Context: an optimization exercise on an open-source flow, tuned for small area, a short achievable clock period and few clock cycles per item. The choices shown serve that exercise and are no tape-out recipe.
RTL that was checked went through simulation tests only; none was proved equivalent to the original.
Power is estimated from default activity; no workload was simulated.

==> flow/design.v (excerpt) <==
module peer_retry_backoff_scheduler_top (
  input  logic         clk,
  input  logic         rst,
  input  logic         s_tvalid,
  output logic         s_tready,
  input  logic [95:0]  s_tdata,
  input  logic [1:0]   s_tuser,
  output logic         m_tvalid,
  input  logic         m_tready,
  output logic [63:0]  m_tdata,
  output logic [1:0]   m_tuser,
  output logic         m_tlast,
  input  logic         cfg_valid,
  output logic         cfg_ready,
  input  logic [1:0]   cfg_index,
  input  logic [15:0]  cfg_data
);
Size: about 4200 cells after synthesis, ~1000 flip-flops, about 51000 um^2 of cells after synthesis.
clock: 10.0 ns
lec_check: 0
cap_margin: 20
core_margin: 2
core_utilization: 60
place_density: 0.72
setup_slack_margin: 5
slew_margin: 20
standard.sh (not shown) runs the stock make flow with config.mk's settings and CLKGATE_MAP_FILE= SYNTH_SCRIPT=/design/flow/synth_recipe.tcl, a recipe that flattens the netlist after the stock synthesis.
==> flow/flow/run.sh <==
#!/bin/bash
set -euo pipefail
sed 's/SETUP_SLACK_MARGIN=[0-9.]*/SETUP_SLACK_MARGIN=5.7/' standard.sh > standard_margin.sh
grep -q 'SETUP_SLACK_MARGIN=5.7' standard_margin.sh
bash standard_margin.sh > layout.log 2>&1
The starting point passed the timing, DRC and antenna checks.
Edit:
==> flow/run.sh (new file) <==
#!/bin/bash
# synth_recipe.tcl (not shown) runs the flow's synth.tcl, then flattens the netlist and writes it again
# the make line also repeats each setting of config.mk as NAME=value (left out here)
make -C /OpenROAD-flow-scripts/flow DESIGN_CONFIG=/design/flow/config.mk WORK_HOME=/design/flow/orfs CLKGATE_MAP_FILE= SYNTH_SCRIPT=/design/flow/synth_recipe.tcl finish
removed: flow/flow/run.sh
removed: flow/standard.sh
Result: Synthesized cell count is unchanged; clock skew decreases by 3.8 ps; fmax falls by 1.9%; flip-flop and latch count does not change; die area stays the same.
Function was not checked in any run of this note: the RTL went through the layout flow alone.

* * *

## build 6
peer_retry_backoff_scheduler_top, a different RTL version from the one above (not shown whole).
Size in the first run: roughly 4,200 cells after synthesis, about 190 I/O pins, ~0.051 mm^2 of cells after synthesis.
## peer_retry_backoff_scheduler_top
module peer_retry_backoff_scheduler_top (
  input  logic         clk,
  input  logic         rst,
  input  logic         s_tvalid,
  output logic         s_tready,
  input  logic [95:0]  s_tdata,
  input  logic [1:0]   s_tuser,
  output logic         m_tvalid,
  input  logic         m_tready,
  output logic [63:0]  m_tdata,
  output logic [1:0]   m_tuser,
  output logic         m_tlast,
  input  logic         cfg_valid,
  output logic         cfg_ready,
  input  logic [1:0]   cfg_index,
  input  logic [15:0]  cfg_data
);
Settings: LEC_CHECK=0, CAP_MARGIN=20, CORE_MARGIN=2, CORE_UTILIZATION=40, CTS_CLUSTER_DIAMETER=60, CTS_CLUSTER_SIZE=20, SETUP_SLACK_MARGIN=5, SLEW_MARGIN=20; clock period 10.0 ns.
==> flow/flow/run.sh <==
#!/bin/bash
set -euo pipefail
sed 's/SETUP_SLACK_MARGIN=[0-9.]*/SETUP_SLACK_MARGIN=5.6/' standard.sh > standard_margin.sh
grep -q 'SETUP_SLACK_MARGIN=5.6' standard_margin.sh
bash standard_margin.sh > layout.log 2>&1
Testbench counts of build 6, summed over its fixed seeds: cycles 10,336, items 8,000.
Edits applied to the flow inputs when going from build 6 to build 81:
Settings: CTS_CLUSTER_SIZE: 20 -> unset; CTS_CLUSTER_DIAMETER: 60 -> unset.
--- outcome ---
Build 81: done, clean on timing, DRC and antenna. Global-route usage across build 81 and build 6: no real change. Taking build 6 as the reference point, the data arrival time of the critical path of build 81 rises by 0.03 ns. On worst slack on hold paths, build 81 and build 6 are basically level. Per the comparison of build 81 with build 6, total power consumption of the routed design barely changed, power per unit of standard cell area climbed 0.65%, clock group share of total power climbed 0.3 points. Max average routed wire per standard cell across build 81 and build 6: build 6. Delta(worst path setup slack after routing, build 81 - build 6) < 0. Cell area | build 81 vs build 6 | build 81 smaller.
Inputs modified between build 81 and build 33:
==> flow/run.sh (new file) <==
#!/bin/bash
# synth_recipe.tcl (not shown) runs the flow's synth.tcl, then flattens the netlist and writes it again
# the make line also repeats each setting of config.mk as NAME=value (left out here)
make -C /OpenROAD-flow-scripts/flow DESIGN_CONFIG=/design/flow/config.mk WORK_HOME=/design/flow/orfs CLKGATE_MAP_FILE= SYNTH_SCRIPT=/design/flow/synth_recipe.tcl finish
removed: flow/flow/run.sh
removed: flow/standard.sh
[summary]
- Summary of build 33 over build 81: number of clock buffers inserted by TritonCTS saw an increase; combinational logic power saw a decrease.
- | setup slack on the worst flop-to-flop path | higher: build 81 |
- Re number of cells on the critical path: build 33 is 11 down on build 81.
- Sort build 33 and build 81 by area added between synthesis and finish desc -> top: build 81
- Any difference in worst-skew pair later-pin latency between build 81 and build 33 is small enough to ignore.
- Re number of buffers added to fix hold violations after cts: no difference whatsoever between build 33 and build 81.
- NOTE worst ir drop on vdd build 81->build 33 decreased by more than 10%
- Build 33 vs build 81 — critical path required time dropped 0.05 ns.
- Non-clock inverter total of the final layout in build 33 is 0.56% higher than in build 81
Modified inputs, build 48 compared to build 33
Settings: an added CTS_CLUSTER_SIZE of 30; an added CTS_CLUSTER_DIAMETER of 80.
Looking at aggregate global-route resource usage, build 48 sits 0.36 points lower than build 33 does. Between build 33 and build 48, the cell count went down. Proportion of power drawn by combinational gates: build 48 vs build 33 up 1.6 points. Summary of the comparison: clock network fraction of design power is lower in build 48, relative to build 33. Route | build 48 vs build 33 | wire shorter in build 48. Diff build 33 -> build 48 | final-stage net count | decrease of 1.4%. Clock period minus worst slack, build 33 and build 48: lower on build 33. Arrival time at the worst endpoint for build 48 is higher than for build 33. [compare] base=build 33 new=build 48: power after layout shrank by 15%, worst stage delay on the critical path shrank by 0.10 ns.
The following lists how build 35 was set up differently from build 48:
==> flow/flow/run.sh (new file) <==
#!/bin/bash
set -euo pipefail
sed 's/SETUP_SLACK_MARGIN=[0-9.]*/SETUP_SLACK_MARGIN=5.8/' standard.sh > standard_margin.sh
grep -q 'SETUP_SLACK_MARGIN=5.8' standard_margin.sh
bash standard_margin.sh > layout.log 2>&1
==> flow/standard.sh (new file) <==
#!/bin/bash
# synth_recipe.tcl (not shown) runs the flow's synth.tcl, then flattens the netlist and writes it again
# the make line also repeats each setting of config.mk as NAME=value (left out here)
make -C /OpenROAD-flow-scripts/flow DESIGN_CONFIG=/design/flow/config.mk WORK_HOME=/design/flow/orfs CLKGATE_MAP_FILE= SYNTH_SCRIPT=/design/flow/synth_recipe.tcl "${@:-finish}"
removed: flow/run.sh
==> comparison <==
- Build 35 finished every step from synthesis to the final layout, and the layout passed the timing, DRC and antenna checks.
- Having completed the whole flow, build 48 delivered a layout that passed the timing, DRC and antenna checks.
- Going from build 48 to build 35, the clock network power share was found to have gone down by 0.5 points.
- The final reports for build 35 and build 48 show clock skew higher in the former.
- Build 35 vs build 48 — largest net degree at the start of global routing dropped by more than 10%
- Per the comparison of build 35 with build 48, total net switching power rose by about 3%; post-cts gate resize count picked up an extra about 500%; final non-filler cell total rose by 265; minimum hold slack moved up; post-placement worst setup slack decreased by 0.22 ns relative to the old numbers.
- Power: build 35 > build 48
- The core of build 35 is more densely filled than that of build 48.
- In the metrics for build 48 and build 35, the one carrying the lower final critical path time including I/O delays and setup is build 35.

* * *

## the previous run
peer_retry_backoff_scheduler_top again, from the RTL that the note above started with.
export LEC_CHECK = 0
export CAP_MARGIN = 20
export CORE_MARGIN = 2
export CORE_UTILIZATION = 40
export SETUP_SLACK_MARGIN = 5
export SLEW_MARGIN = 20
export TNS_END_PERCENT = 30
create_clock -name core_clock -period 10.0 [get_ports {clk}]
==> flow/flow/run.sh <==
#!/bin/bash
set -euo pipefail
sed 's/SETUP_SLACK_MARGIN=[0-9.]*/SETUP_SLACK_MARGIN=5.8/' standard.sh > standard_margin.sh
grep -q 'SETUP_SLACK_MARGIN=5.8' standard_margin.sh
bash standard_margin.sh > layout.log 2>&1
Testbench counts of the previous run, summed over its fixed seeds: cycles 10,336, items 8,000.
Modified inputs, the current run compared to the previous run
- CTS_CLUSTER_DIAMETER newly set to 60
- CTS_CLUSTER_SIZE newly set to 20
- TNS_END_PERCENT removed (was 30)
==> flow/flow/run.sh <==
#!/bin/bash
set -euo pipefail
sed 's/SETUP_SLACK_MARGIN=[0-9.]*/SETUP_SLACK_MARGIN=5.5/' standard.sh > standard_margin.sh
grep -q 'SETUP_SLACK_MARGIN=5.5' standard_margin.sh
bash standard_margin.sh > layout.log 2>&1
--- outcome ---
- Looking at the reports, the current run completed the entire flow and the layout it produced met the timing, DRC and antenna checks.
- The current run gives less power share of the combinational group than the previous run did.
- Delta (the current run minus the previous run): routed wire length has decreased; post-layout instance area has decreased.
- Summary — flop-to-flop setup slack, the current run relative to the previous run: lower, by 130 ps.
- On mean number of vias per cell, the previous run tracks the current run almost exactly.
- The current run vs. the previous run: post-CTS setup buffer count moved down; synthesized cell count held steady.
- Looking at number of antenna violations at the first check in global routing, the current run sits above the previous run.
- In the metrics for the previous run and the current run, the one carrying the higher number of nets in the final layout is the previous run.
- Compared with the previous run, the current run shows a core utilization that is 1.3 points lower.
- The global-route usage reported for the current run is smaller than that of the previous run by 0.59 points.

static timing again, ports no longer ideal:
The flow's constraints put no driver on any port. The routed layouts listed below were extracted and timed again, unchanged, in two steps. Step 1 assumes that a clkbuf_16 drives the clock port and a buf_2 every other input. Step 2 times the ports against the registers' clock, not the clock port: input delays grow and output delays shrink by t, the midpoint of the rising clock arrivals with the driver on. Three values: ideal, step 1, step 2; two values: the first two.
| run | t (ns) | slack for setup (ns) | worst setup path after step 2 | cell pins on the clock port's net |
|---|---|---|---|---|
| the first run of note 1 | 0.756 | 5.078 / 5.046 / 4.787 | input to register | 1 |
| the second run of note 1 | 0.770 | 4.982 / 4.971 / 4.626 | input to register | 1 |
| build 6 | 0.776 | 5.532 / 5.495 / 4.802 | input to register | 1 |
| build 81 | 0.801 | 5.487 / 5.487 / 4.806 | input to register | 1 |
| build 33 | 0.797 | 5.068 / 5.068 / 4.721 | input to register | 1 |
| build 48 | 0.759 | 5.048 / 5.048 / 4.791 | input to register | 1 |
| build 35 | 0.767 | 5.471 / 5.484 / 4.751 | input to register | 1 |
| the previous run | 0.802 | 5.492 / 5.459 / 4.778 | input to register | 1 |
| the current run | 0.776 | 5.389 / 5.389 / 4.670 | input to register | 1 |
After both steps setup and hold are still met in every run listed. For build 6, which loses most, drivers alone change the setup slack by -0.037 ns; drivers and shift together by -0.730 ns.
